Context: an optimization exercise on an open-source flow, tuned for small area, a short achievable clock period and few clock cycles. The choices shown serve that exercise and are no tape-out recipe.
At most, simulation tests tie the RTL to the original design; equivalence was not proved.
Power and IR drop assume default switching activity.

==> module sssp_accel, before the edit <==
module sssp_accel (
    input  logic        clk,
    input  logic        reset,
    input  logic        csr_cyc,
    input  logic        csr_stb,
    input  logic        csr_we,
    input  logic [31:0] csr_adr,
    input  logic [31:0] csr_dat_w,
    output logic        csr_ack,
    output logic [31:0] csr_dat_r,
    output logic        mem_cyc,
    output logic        mem_stb,
    output logic        mem_we,
    output logic [31:0] mem_adr,
    output logic [31:0] mem_dat_w,
    input  logic        mem_ack,
    input  logic [31:0] mem_dat_r
);
    localparam int IDLE = 0;
    localparam int SV   = 1;     
    localparam int SE   = 2;     
    localparam int SEC  = 3;     
    localparam int SU   = 4;     
    localparam int SL   = 5;     
    localparam int SED  = 6;     
    localparam int SVS  = 7;     
    localparam int SVD  = 8;     
    localparam int SW   = 9;     
    localparam int SUR  = 10;    
    localparam int SS   = 11;    
    localparam int SSW  = 12;    
    localparam int SN   = 13;    
    localparam int NST  = 14;
    logic        ack, busy, done, sel_ctrl, sel_total, kick;
    logic        access, accept;
    logic [NST-1:0] st, nst;
    logic        ack_q, fl, ez, trig;
    logic [31:0] adr, d, v, e, u, total;
    logic [15:0] ec, lp1;
    logic [7:0]  hi, lo;         
    logic [2:0]  doff;
    logic [3:0]  dlo;
    logic [28:0] dhi1;
    logic [31:0] dsum;
    logic [7:0]  vlo;
    logic        vc8;
    logic [23:0] vhi1;
    logic [31:0] vsum;
    logic        to_d, to_v, to_e, to_u;
    assign access = csr_cyc && csr_stb && !ack;
    assign accept = access && csr_we && (csr_adr == 32'd0) && !busy;
    assign csr_ack   = ack;
    assign csr_dat_r = {total[31:2] & {30{sel_total}},
                        sel_total ? total[1:0] : {sel_ctrl & done, sel_ctrl & busy}};
    always_ff @(posedge clk) begin
        if (reset) begin
            ack  <= 1'b0;
            kick <= 1'b0;
        end else begin
            ack  <= access;
            kick <= accept;
        end
        sel_ctrl  <= (csr_adr == 32'd0);
        sel_total <= (csr_adr == 32'd1);
    end
    assign mem_cyc   = !(st[IDLE] || ack_q);
    assign mem_stb   = mem_cyc;
    assign mem_we    = st[SW] || st[SSW];
    assign mem_adr   = adr;
    assign mem_dat_w = {lp1, hi, lo};
    function automatic logic carry8(input logic [7:0] a, input logic [7:0] b);
        logic [7:0] g, p;
        g = a & b;
        p = a | b;
        for (int s = 1; s < 8; s = s * 2) begin
            for (int i = 7; i >= s; i--) begin
                g[i] = g[i] | (p[i] & g[i-s]);
                p[i] = p[i] & p[i-s];
            end
        end
        carry8 = g[7];
    endfunction
    always_comb begin
        doff = 3'd0;
        if (st[IDLE] || st[SN]) doff = 3'd1;
        if (st[SV])             doff = 3'd3;
        if (st[SE])             doff = 3'd4;
        if (st[SEC])            doff = 3'd5;
        if (st[SU])             doff = 3'd7;
        if (st[SL] || st[SVS] || st[SVD] || st[SW]) doff = 3'd5;
        if (st[SUR])            doff = 3'd6;
    end
    assign dlo  = {1'b0, d[2:0]} + {1'b0, doff};
    assign dhi1 = d[31:3] + 29'd1;
    assign dsum = {dlo[3] ? dhi1 : d[31:3], dlo[2:0]};
    assign vlo  = v[7:0] + lo;
    assign vc8  = carry8(v[7:0], lo);
    assign vhi1 = v[31:8] + 24'd1;
    assign vsum = {vc8 ? vhi1 : v[31:8], vlo};
    function automatic logic plus1_eq(input logic [15:0] a, input logic [15:0] b);
        plus1_eq = a[0] ^ b[0];
        for (int i = 1; i < 16; i++) begin
            plus1_eq = plus1_eq & ((a[i] ^ b[i]) == (a[i-1] & ~b[i-1]));
        end
    endfunction
    assign trig = ack_q || kick;
    always_comb begin
        nst  = '0;
        to_d = 1'b0;
        to_v = 1'b0;
        to_e = 1'b0;
        to_u = 1'b0;
        if (st[IDLE])           begin nst[SV]  = 1'b1; to_d = 1'b1; end
        if (st[SV])             begin nst[SE]  = 1'b1; to_d = 1'b1; end
        if (st[SE])             begin nst[SEC] = 1'b1; to_d = 1'b1; end
        if (st[SEC])            begin nst[SU]  = 1'b1; to_d = 1'b1; end
        if (st[SU])             begin nst[SL]  = 1'b1; to_d = 1'b1; end
        if (st[SED])            begin nst[SVS] = 1'b1; to_v = 1'b1; end
        if (st[SVS] && fl)      begin nst[SVD] = 1'b1; to_v = 1'b1; end
        if (st[SVD] && fl)      begin nst[SW]  = 1'b1; to_u = 1'b1; end
        if ((st[SL] || (st[SVS] && !fl) || (st[SVD] && !fl) || st[SW])) begin
            if (ez) begin nst[SUR] = 1'b1; to_d = 1'b1; end
            else    begin nst[SED] = 1'b1; to_e = 1'b1; end
        end
        if (st[SUR])            begin nst[SS]  = 1'b1; to_d = 1'b1; end
        if (st[SS])             begin nst[SSW] = 1'b1; to_u = 1'b1; end
        if (st[SSW])            begin nst[SN]  = 1'b1; to_d = 1'b1; end
        if (st[SN]) begin
            if (d == 32'd0) nst[IDLE] = 1'b1;
            else begin nst[SV] = 1'b1; to_d = 1'b1; end
        end
    end
    always_ff @(posedge clk) begin
        if (reset) begin
            st    <= NST'(1);
            ack_q <= 1'b0;
            busy  <= 1'b0;
            done  <= 1'b0;
        end else begin
            ack_q <= mem_cyc && mem_ack;
            if (accept) begin
                busy <= 1'b1;
                done <= 1'b0;
            end
            if (trig) begin
                st  <= nst;
                if (nst[IDLE]) begin
                    busy <= 1'b0;
                    done <= 1'b1;
                end
            end
        end
    end
    always_ff @(posedge clk) begin
        if (reset || kick) begin
            total <= 32'd0;
        end else if (trig && st[SVD] && fl) begin
            total <= total + 32'd1;
        end
    end
    always_ff @(posedge clk) begin
        if (trig) begin
            if (to_d) adr <= dsum;
            if (to_v) adr <= vsum;
            if (to_e) adr <= e;
            if (to_u) adr <= u;
            if (to_e) begin
                e  <= e + 32'd1;
                ec <= ec - 16'd1;
                ez <= (ec == 16'd1);
            end
            if (st[SVD] && fl) begin
                u <= u + 32'd1;
            end
            if (st[SL]) begin
                lp1 <= lp1 + 16'd1;
            end
            if (st[SED]) begin
                lo <= hi;
                hi <= 8'd0;
            end
            if (st[SUR]) begin
                {hi, lo} <= u[15:0] - v[15:0];
                lp1      <= 16'd0;
            end
        end
        if (!busy) begin
            d <= csr_dat_w;
        end
        if (!ack_q) begin
            if (st[SV])  v   <= mem_dat_r;
            if (st[SE])  e   <= mem_dat_r;
            if (st[SEC]) begin
                ec <= mem_dat_r[15:0];
                ez <= (mem_dat_r[15:0] == 16'd0);
            end
            if (st[SU])  u   <= mem_dat_r;
            if (st[SL])  lp1 <= mem_dat_r[15:0];
            if (st[SED]) begin
                lo <= mem_dat_r[23:16];
                hi <= mem_dat_r[7:0];
            end
            if (st[SVS]) fl  <= plus1_eq(mem_dat_r[15:0], lp1);
            if (st[SVD]) fl  <= (mem_dat_r[15:0] == 16'hffff);
            if (st[SUR]) v   <= mem_dat_r;
            if (st[SS])  u   <= mem_dat_r;
            if (st[SN])  d   <= mem_dat_r;
        end
    end
endmodule
export LEC_CHECK = 0
export CAP_MARGIN = 20
export CELL_PAD_IN_SITES_DETAIL_PLACEMENT = 0
export CELL_PAD_IN_SITES_GLOBAL_PLACEMENT = 1
export CORE_MARGIN = 2
export CORE_UTILIZATION = 45
export SETUP_SLACK_MARGIN = 5.0
export SLEW_MARGIN = 20
create_clock -name core_clock -period 8.0 [get_ports {clk}]
standard.sh (not shown) runs the stock make flow with config.mk's settings and CLKGATE_MAP_FILE= SYNTH_SCRIPT=/design/flow/synth_recipe.tcl, a recipe that flattens the netlist after the stock synthesis.
==> flow/flow/run.sh <==
#!/bin/bash
# The standard layout (standard.sh, which also runs the standard synthesis),
# made with two changes to how the layout is built:
#  - the port buffers that global placement inserts are sky130_fd_sc_hd__buf_1
#    (the default pick is a delay buffer, larger and slower);
#  - clock tree synthesis clusters up to 25 sinks within 100 um per leaf
#    buffer and inserts no dummy loads.
# make's full output goes to standard.log here; ORFS keeps each step's log
# under orfs/logs/.
set -euo pipefail
export BUFFER_PORTS_ARGS="-buffer_cell sky130_fd_sc_hd__buf_1"
export CTS_ARGS="-sink_clustering_enable -repair_clock_nets -dont_use_dummy_load -sink_clustering_size 25 -sink_clustering_max_diameter 100"
bash standard.sh > standard.log 2>&1
Testbench counts at the start, summed over its fixed seeds: cycles 95,590.
==> next run, changes <==
--- a/flow/design.v
+++ b/flow/design.v
@@ -94,8 +94,9 @@
     localparam int NST  = 14;
     logic        ack, busy, done, sel_ctrl, sel_total, kick;
     logic        access, accept;
     logic [NST-1:0] st, nst;
+    logic [3:0]     state, nstate;
     logic        ack_q, fl, ez, trig;
     logic [31:0] adr, d, v, e, u, total;
     logic [15:0] ec, lp1;
     logic [7:0]  hi, lo;         
@@ -164,8 +165,15 @@
             plus1_eq = plus1_eq & ((a[i] ^ b[i]) == (a[i-1] & ~b[i-1]));
         end
     endfunction
     assign trig = ack_q || kick;
+    assign st   = NST'(1) << state;
+    always_comb begin
+        nstate = 4'd0;
+        for (int i = 0; i < NST; i++) begin
+            if (nst[i]) nstate = nstate | 4'(i);
+        end
+    end
     always_comb begin
         nst  = '0;
         to_d = 1'b0;
         to_v = 1'b0;
@@ -192,32 +200,32 @@
         end
     end
     always_ff @(posedge clk) begin
         if (reset) begin
-            st    <= NST'(1);
+            state <= 4'd0;
             ack_q <= 1'b0;
             busy  <= 1'b0;
             done  <= 1'b0;
+            total <= 32'd0;
         end else begin
             ack_q <= mem_cyc && mem_ack;
             if (accept) begin
                 busy <= 1'b1;
                 done <= 1'b0;
             end
+            if (kick) begin
+                total <= 32'd0;
+            end
             if (trig) begin
-                st  <= nst;
+                state <= nstate;
                 if (nst[IDLE]) begin
                     busy <= 1'b0;
                     done <= 1'b1;
                 end
-            end
-        end
-    end
-    always_ff @(posedge clk) begin
-        if (reset || kick) begin
-            total <= 32'd0;
-        end else if (trig && st[SVD] && fl) begin
-            total <= total + 32'd1;
+                if (st[SVD] && fl) begin
+                    total <= total + 32'd1;
+                end
+            end
         end
     end
     always_ff @(posedge clk) begin
         if (trig) begin
What happened: Die area went down by 1.4%; sequential share of layout area fell by 1.2 points; maximum frequency decreases by 2.9%; via count rose by 3.1%; worst setup slack degrades by 0.088 ns; clock skew increases by 0.0076 ns; global-route usage grows by 0.48 points.
For the second run of this note, only the layout was checked, not whether the RTL still works.

* * *

sssp_accel, a different RTL version from the one above (not shown whole).
Size: roughly 300 flip-flops, ~200 I/O pins.
==> module sssp_accel, before the edit <==
module sssp_accel (
    input  logic        clk,
    input  logic        reset,
    input  logic        csr_cyc,
    input  logic        csr_stb,
    input  logic        csr_we,
    input  logic [31:0] csr_adr,
    input  logic [31:0] csr_dat_w,
    output logic        csr_ack,
    output logic [31:0] csr_dat_r,
    output logic        mem_cyc,
    output logic        mem_stb,
    output logic        mem_we,
    output logic [31:0] mem_adr,
    output logic [31:0] mem_dat_w,
    input  logic        mem_ack,
    input  logic [31:0] mem_dat_r
);
    localparam int IDLE = 0;
    localparam int SV   = 1;     
    localparam int SE   = 2;     
    localparam int SEC  = 3;     
    localparam int SU   = 4;     
    localparam int SL   = 5;     
    localparam int SED  = 6;     
    localparam int SVS  = 7;     
    localparam int SVD  = 8;     
    localparam int SW   = 9;     
    localparam int SUR  = 10;    
    localparam int SS   = 11;    
    localparam int SSW  = 12;    
    localparam int SN   = 13;    
    localparam int NST  = 14;
    logic        ack, busy, done, sel_ctrl, sel_total, kick;
    logic [31:2] rdata;
    logic        access, accept;
    logic [NST-1:0] st, nst;
    logic        cyc, we, ack_q, fl, ez, trig;
    logic [31:0] adr, d, v, e, u, total;
    logic [15:0] ec, lp1;
    logic [7:0]  hi, lo;         
    logic [7:0]  vlo;            
    logic        vc8;            
    logic [2:0]  doff;
    logic [3:0]  dlo;
    logic [28:0] dhi1;
    logic [31:0] dsum;
    logic [23:0] vhi1;
    logic [31:0] vsum;
    logic        to_d, to_v, to_e, to_u;
    assign access = csr_cyc && csr_stb && !ack;
    assign accept = access && csr_we && (csr_adr == 32'd0) && !busy;
    assign csr_ack   = ack;
    assign csr_dat_r = {rdata, sel_total ? total[1:0] : {sel_ctrl & done, sel_ctrl & busy}};
    always_ff @(posedge clk) begin
        if (reset) begin
            ack  <= 1'b0;
            kick <= 1'b0;
        end else begin
            ack  <= access;
            kick <= accept;
        end
        sel_ctrl  <= (csr_adr == 32'd0);
        sel_total <= (csr_adr == 32'd1);
        rdata     <= (csr_adr == 32'd1) ? total[31:2] : 30'd0;
    end
    assign mem_cyc   = cyc;
    assign mem_stb   = cyc;
    assign mem_we    = we;
    assign mem_adr   = adr;
    assign mem_dat_w = {lp1, hi, lo};
    always_comb begin
        doff = 3'd0;
        if (st[IDLE] || st[SN]) doff = 3'd1;
        if (st[SV])             doff = 3'd3;
        if (st[SE])             doff = 3'd4;
        if (st[SEC])            doff = 3'd5;
        if (st[SU])             doff = 3'd7;
        if (st[SL] || st[SVS] || st[SVD] || st[SW]) doff = 3'd5;
        if (st[SUR])            doff = 3'd6;
    end
    assign dlo  = {1'b0, d[2:0]} + {1'b0, doff};
    assign dhi1 = d[31:3] + 29'd1;
    assign dsum = {dlo[3] ? dhi1 : d[31:3], dlo[2:0]};
    assign vhi1 = v[31:8] + 24'd1;
    assign vsum = {vc8 ? vhi1 : v[31:8], vlo};
    function automatic logic plus1_eq(input logic [15:0] a, input logic [15:0] b);
        plus1_eq = a[0] ^ b[0];
        for (int i = 1; i < 16; i++) begin
            plus1_eq = plus1_eq & ((a[i] ^ b[i]) == (a[i-1] & ~b[i-1]));
        end
    endfunction
    assign trig = ack_q || kick;
    always_comb begin
        nst  = '0;
        to_d = 1'b0;
        to_v = 1'b0;
        to_e = 1'b0;
        to_u = 1'b0;
        if (st[IDLE])           begin nst[SV]  = 1'b1; to_d = 1'b1; end
        if (st[SV])             begin nst[SE]  = 1'b1; to_d = 1'b1; end
        if (st[SE])             begin nst[SEC] = 1'b1; to_d = 1'b1; end
        if (st[SEC])            begin nst[SU]  = 1'b1; to_d = 1'b1; end
        if (st[SU])             begin nst[SL]  = 1'b1; to_d = 1'b1; end
        if (st[SED])            begin nst[SVS] = 1'b1; to_v = 1'b1; end
        if (st[SVS] && fl)      begin nst[SVD] = 1'b1; to_v = 1'b1; end
        if (st[SVD] && fl)      begin nst[SW]  = 1'b1; to_u = 1'b1; end
        if ((st[SL] || (st[SVS] && !fl) || (st[SVD] && !fl) || st[SW])) begin
            if (ez) begin nst[SUR] = 1'b1; to_d = 1'b1; end
            else    begin nst[SED] = 1'b1; to_e = 1'b1; end
        end
        if (st[SUR])            begin nst[SS]  = 1'b1; to_d = 1'b1; end
        if (st[SS])             begin nst[SSW] = 1'b1; to_u = 1'b1; end
        if (st[SSW])            begin nst[SN]  = 1'b1; to_d = 1'b1; end
        if (st[SN]) begin
            if (d == 32'd0) nst[IDLE] = 1'b1;
            else begin nst[SV] = 1'b1; to_d = 1'b1; end
        end
    end
    always_ff @(posedge clk) begin
        if (reset) begin
            st    <= NST'(1);
            cyc   <= 1'b0;
            ack_q <= 1'b0;
            busy  <= 1'b0;
            done  <= 1'b0;
            total <= 32'd0;
        end else begin
            ack_q <= cyc && mem_ack;
            if (mem_ack) begin
                cyc <= 1'b0;
            end
            if (accept) begin
                busy <= 1'b1;
                done <= 1'b0;
            end
            if (kick) begin
                total <= 32'd0;
            end
            if (trig) begin
                st  <= nst;
                cyc <= !nst[IDLE];
                if (nst[IDLE]) begin
                    busy <= 1'b0;
                    done <= 1'b1;
                end
                if (st[SVD] && fl) begin
                    total <= total + 32'd1;
                end
            end
        end
    end
    always_ff @(posedge clk) begin
        if (trig) begin
            we <= nst[SW] || nst[SSW];
            if (to_d) adr <= dsum;
            if (to_v) adr <= vsum;
            if (to_e) adr <= e;
            if (to_u) adr <= u;
            if (to_e) begin
                e  <= e + 32'd1;
                ec <= ec - 16'd1;
                ez <= (ec == 16'd1);
            end
            if (st[SVD] && fl) begin
                u <= u + 32'd1;
            end
            if (st[SL]) begin
                lp1 <= lp1 + 16'd1;
            end
            if (st[SED]) begin
                {vc8, vlo} <= {1'b0, v[7:0]} + {1'b0, lo};
            end
            if (st[SUR]) begin
                {hi, lo} <= u[15:0] - v[15:0];
                lp1      <= 16'd0;
            end
        end
        if (!busy) begin
            d <= csr_dat_w;
        end
        if (cyc) begin
            if (st[SV])  v   <= mem_dat_r;
            if (st[SE])  e   <= mem_dat_r;
            if (st[SEC]) begin
                ec <= mem_dat_r[15:0];
                ez <= (mem_dat_r[15:0] == 16'd0);
            end
            if (st[SU])  u   <= mem_dat_r;
            if (st[SL])  lp1 <= mem_dat_r[15:0];
            if (st[SED]) begin
                {vc8, vlo} <= {1'b0, v[7:0]} + {1'b0, mem_dat_r[23:16]};
                lo <= mem_dat_r[7:0];
                hi <= 8'd0;
            end
            if (st[SVS]) fl  <= plus1_eq(mem_dat_r[15:0], lp1);
            if (st[SVD]) fl  <= (mem_dat_r[15:0] == 16'hffff);
            if (st[SUR]) v   <= mem_dat_r;
            if (st[SS])  u   <= mem_dat_r;
            if (st[SN])  d   <= mem_dat_r;
        end
    end
endmodule
Settings: LEC_CHECK=0, CAP_MARGIN=20, CELL_PAD_IN_SITES_DETAIL_PLACEMENT=1, CELL_PAD_IN_SITES_GLOBAL_PLACEMENT=2, CORE_MARGIN=2, CORE_UTILIZATION=35, SETUP_SLACK_MARGIN=5.0, SLEW_MARGIN=20; clock period 8.0 ns.
==> flow/flow/run.sh <==
#!/bin/bash
# The standard layout (standard.sh, which also runs the standard synthesis),
# made with two changes to how the layout is built:
#  - the port buffers that global placement inserts are sky130_fd_sc_hd__buf_1
#    (the default pick is a delay buffer, larger and slower);
#  - clock tree synthesis inserts no dummy loads.
# make's full output goes to standard.log here; ORFS keeps each step's log
# under orfs/logs/.
set -euo pipefail
export BUFFER_PORTS_ARGS="-buffer_cell sky130_fd_sc_hd__buf_1"
export CTS_ARGS="-sink_clustering_enable -repair_clock_nets -dont_use_dummy_load"
bash standard.sh > standard.log 2>&1
==> next run, changes <==
--- a/flow/design.v
+++ b/flow/design.v
@@ -92,28 +92,28 @@
     localparam int SSW  = 12;    
     localparam int SN   = 13;    
     localparam int NST  = 14;
     logic        ack, busy, done, sel_ctrl, sel_total, kick;
-    logic [31:2] rdata;
     logic        access, accept;
     logic [NST-1:0] st, nst;
     logic        cyc, we, ack_q, fl, ez, trig;
     logic [31:0] adr, d, v, e, u, total;
     logic [15:0] ec, lp1;
     logic [7:0]  hi, lo;         
-    logic [7:0]  vlo;            
-    logic        vc8;            
     logic [2:0]  doff;
     logic [3:0]  dlo;
     logic [28:0] dhi1;
     logic [31:0] dsum;
+    logic [7:0]  vlo;
+    logic        vc8;
     logic [23:0] vhi1;
     logic [31:0] vsum;
     logic        to_d, to_v, to_e, to_u;
     assign access = csr_cyc && csr_stb && !ack;
     assign accept = access && csr_we && (csr_adr == 32'd0) && !busy;
     assign csr_ack   = ack;
-    assign csr_dat_r = {rdata, sel_total ? total[1:0] : {sel_ctrl & done, sel_ctrl & busy}};
+    assign csr_dat_r = {total[31:2] & {30{sel_total}},
+                        sel_total ? total[1:0] : {sel_ctrl & done, sel_ctrl & busy}};
     always_ff @(posedge clk) begin
         if (reset) begin
             ack  <= 1'b0;
             kick <= 1'b0;
@@ -122,15 +122,26 @@
             kick <= accept;
         end
         sel_ctrl  <= (csr_adr == 32'd0);
         sel_total <= (csr_adr == 32'd1);
-        rdata     <= (csr_adr == 32'd1) ? total[31:2] : 30'd0;
     end
     assign mem_cyc   = cyc;
     assign mem_stb   = cyc;
     assign mem_we    = we;
     assign mem_adr   = adr;
     assign mem_dat_w = {lp1, hi, lo};
+    function automatic logic carry8(input logic [7:0] a, input logic [7:0] b);
+        logic [7:0] g, p;
+        g = a & b;
+        p = a | b;
+        for (int s = 1; s < 8; s = s * 2) begin
+            for (int i = 7; i >= s; i--) begin
+                g[i] = g[i] | (p[i] & g[i-s]);
+                p[i] = p[i] & p[i-s];
+            end
+        end
+        carry8 = g[7];
+    endfunction
     always_comb begin
         doff = 3'd0;
         if (st[IDLE] || st[SN]) doff = 3'd1;
         if (st[SV])             doff = 3'd3;
@@ -142,8 +153,10 @@
     end
     assign dlo  = {1'b0, d[2:0]} + {1'b0, doff};
     assign dhi1 = d[31:3] + 29'd1;
     assign dsum = {dlo[3] ? dhi1 : d[31:3], dlo[2:0]};
+    assign vlo  = v[7:0] + lo;
+    assign vc8  = carry8(v[7:0], lo);
     assign vhi1 = v[31:8] + 24'd1;
     assign vsum = {vc8 ? vhi1 : v[31:8], vlo};
     function automatic logic plus1_eq(input logic [15:0] a, input logic [15:0] b);
         plus1_eq = a[0] ^ b[0];
@@ -229,9 +242,10 @@
             if (st[SL]) begin
                 lp1 <= lp1 + 16'd1;
             end
             if (st[SED]) begin
-                {vc8, vlo} <= {1'b0, v[7:0]} + {1'b0, lo};
+                lo <= hi;
+                hi <= 8'd0;
             end
             if (st[SUR]) begin
                 {hi, lo} <= u[15:0] - v[15:0];
                 lp1      <= 16'd0;
@@ -249,11 +263,10 @@
             end
             if (st[SU])  u   <= mem_dat_r;
             if (st[SL])  lp1 <= mem_dat_r[15:0];
             if (st[SED]) begin
-                {vc8, vlo} <= {1'b0, v[7:0]} + {1'b0, mem_dat_r[23:16]};
-                lo <= mem_dat_r[7:0];
-                hi <= 8'd0;
+                lo <= mem_dat_r[23:16];
+                hi <= mem_dat_r[7:0];
             end
             if (st[SVS]) fl  <= plus1_eq(mem_dat_r[15:0], lp1);
             if (st[SVD]) fl  <= (mem_dat_r[15:0] == 16'hffff);
             if (st[SUR]) v   <= mem_dat_r;
The changed run completed without violations.
Sequential cell count fell by 39.
Setup slack improves by 100 ps.
Combinational power goes up by 13%.
Non-clock buffer count fell by 4.
Power went down by 8.5%.
Worst hold slack improves by 14 ps.
Clock skew drops by 15 ps.
Register-to-register slack gains 130 ps.
Cell count is lower by 4.4%.
Global-route usage goes up by 0.13 points.
Synthesized cell count shrinks by 5.8%.
Die area drops by 7.2%.
Routed wire length falls by 6.8%.
Testbench counts after the change, summed over its fixed seeds: cycles 95,590.
For the first run of this note, only the layout was checked, not whether the RTL still works.

-- re-timing with driven ports --
No port has a modelled driver above. Below, the same layouts with a new extraction and two added sets of constraints.
Step 1 sets driving cells, clkbuf_16 on the clock port and buf_2 on the other inputs (assumed; they add their load-dependent delay and slew).
Step 2 moves the port delays by t, midway between the first and last clock arrival at a register: inputs arrive t later, outputs are due t later. That takes back most of the time a late clock gives input paths.
a / b / c = ideal / step 1 / step 2; a / b = the first two.
run | t (ns) | setup slack, ns | worst setup path after step 2 | worst data-port slew with drivers (ns)
the first run of note 1 | 0.552 | 5.068 / 5.012 / 4.620 | input to register | 0.07
the second run of note 1 | 0.554 | 4.979 / 4.945 / 4.622 | input to register | 0.04
the first run of note 2 | 0.611 | 4.951 / 4.951 / 4.532 | input to register | 0.06
the second run of note 2 | 0.598 | 5.053 / 4.993 / 4.581 | input to register | 0.07
After both steps every run listed still meets setup and hold. The setup slack of the second run of note 2, which loses most, moves by -0.060 ns with the drivers and by -0.472 ns with both steps.
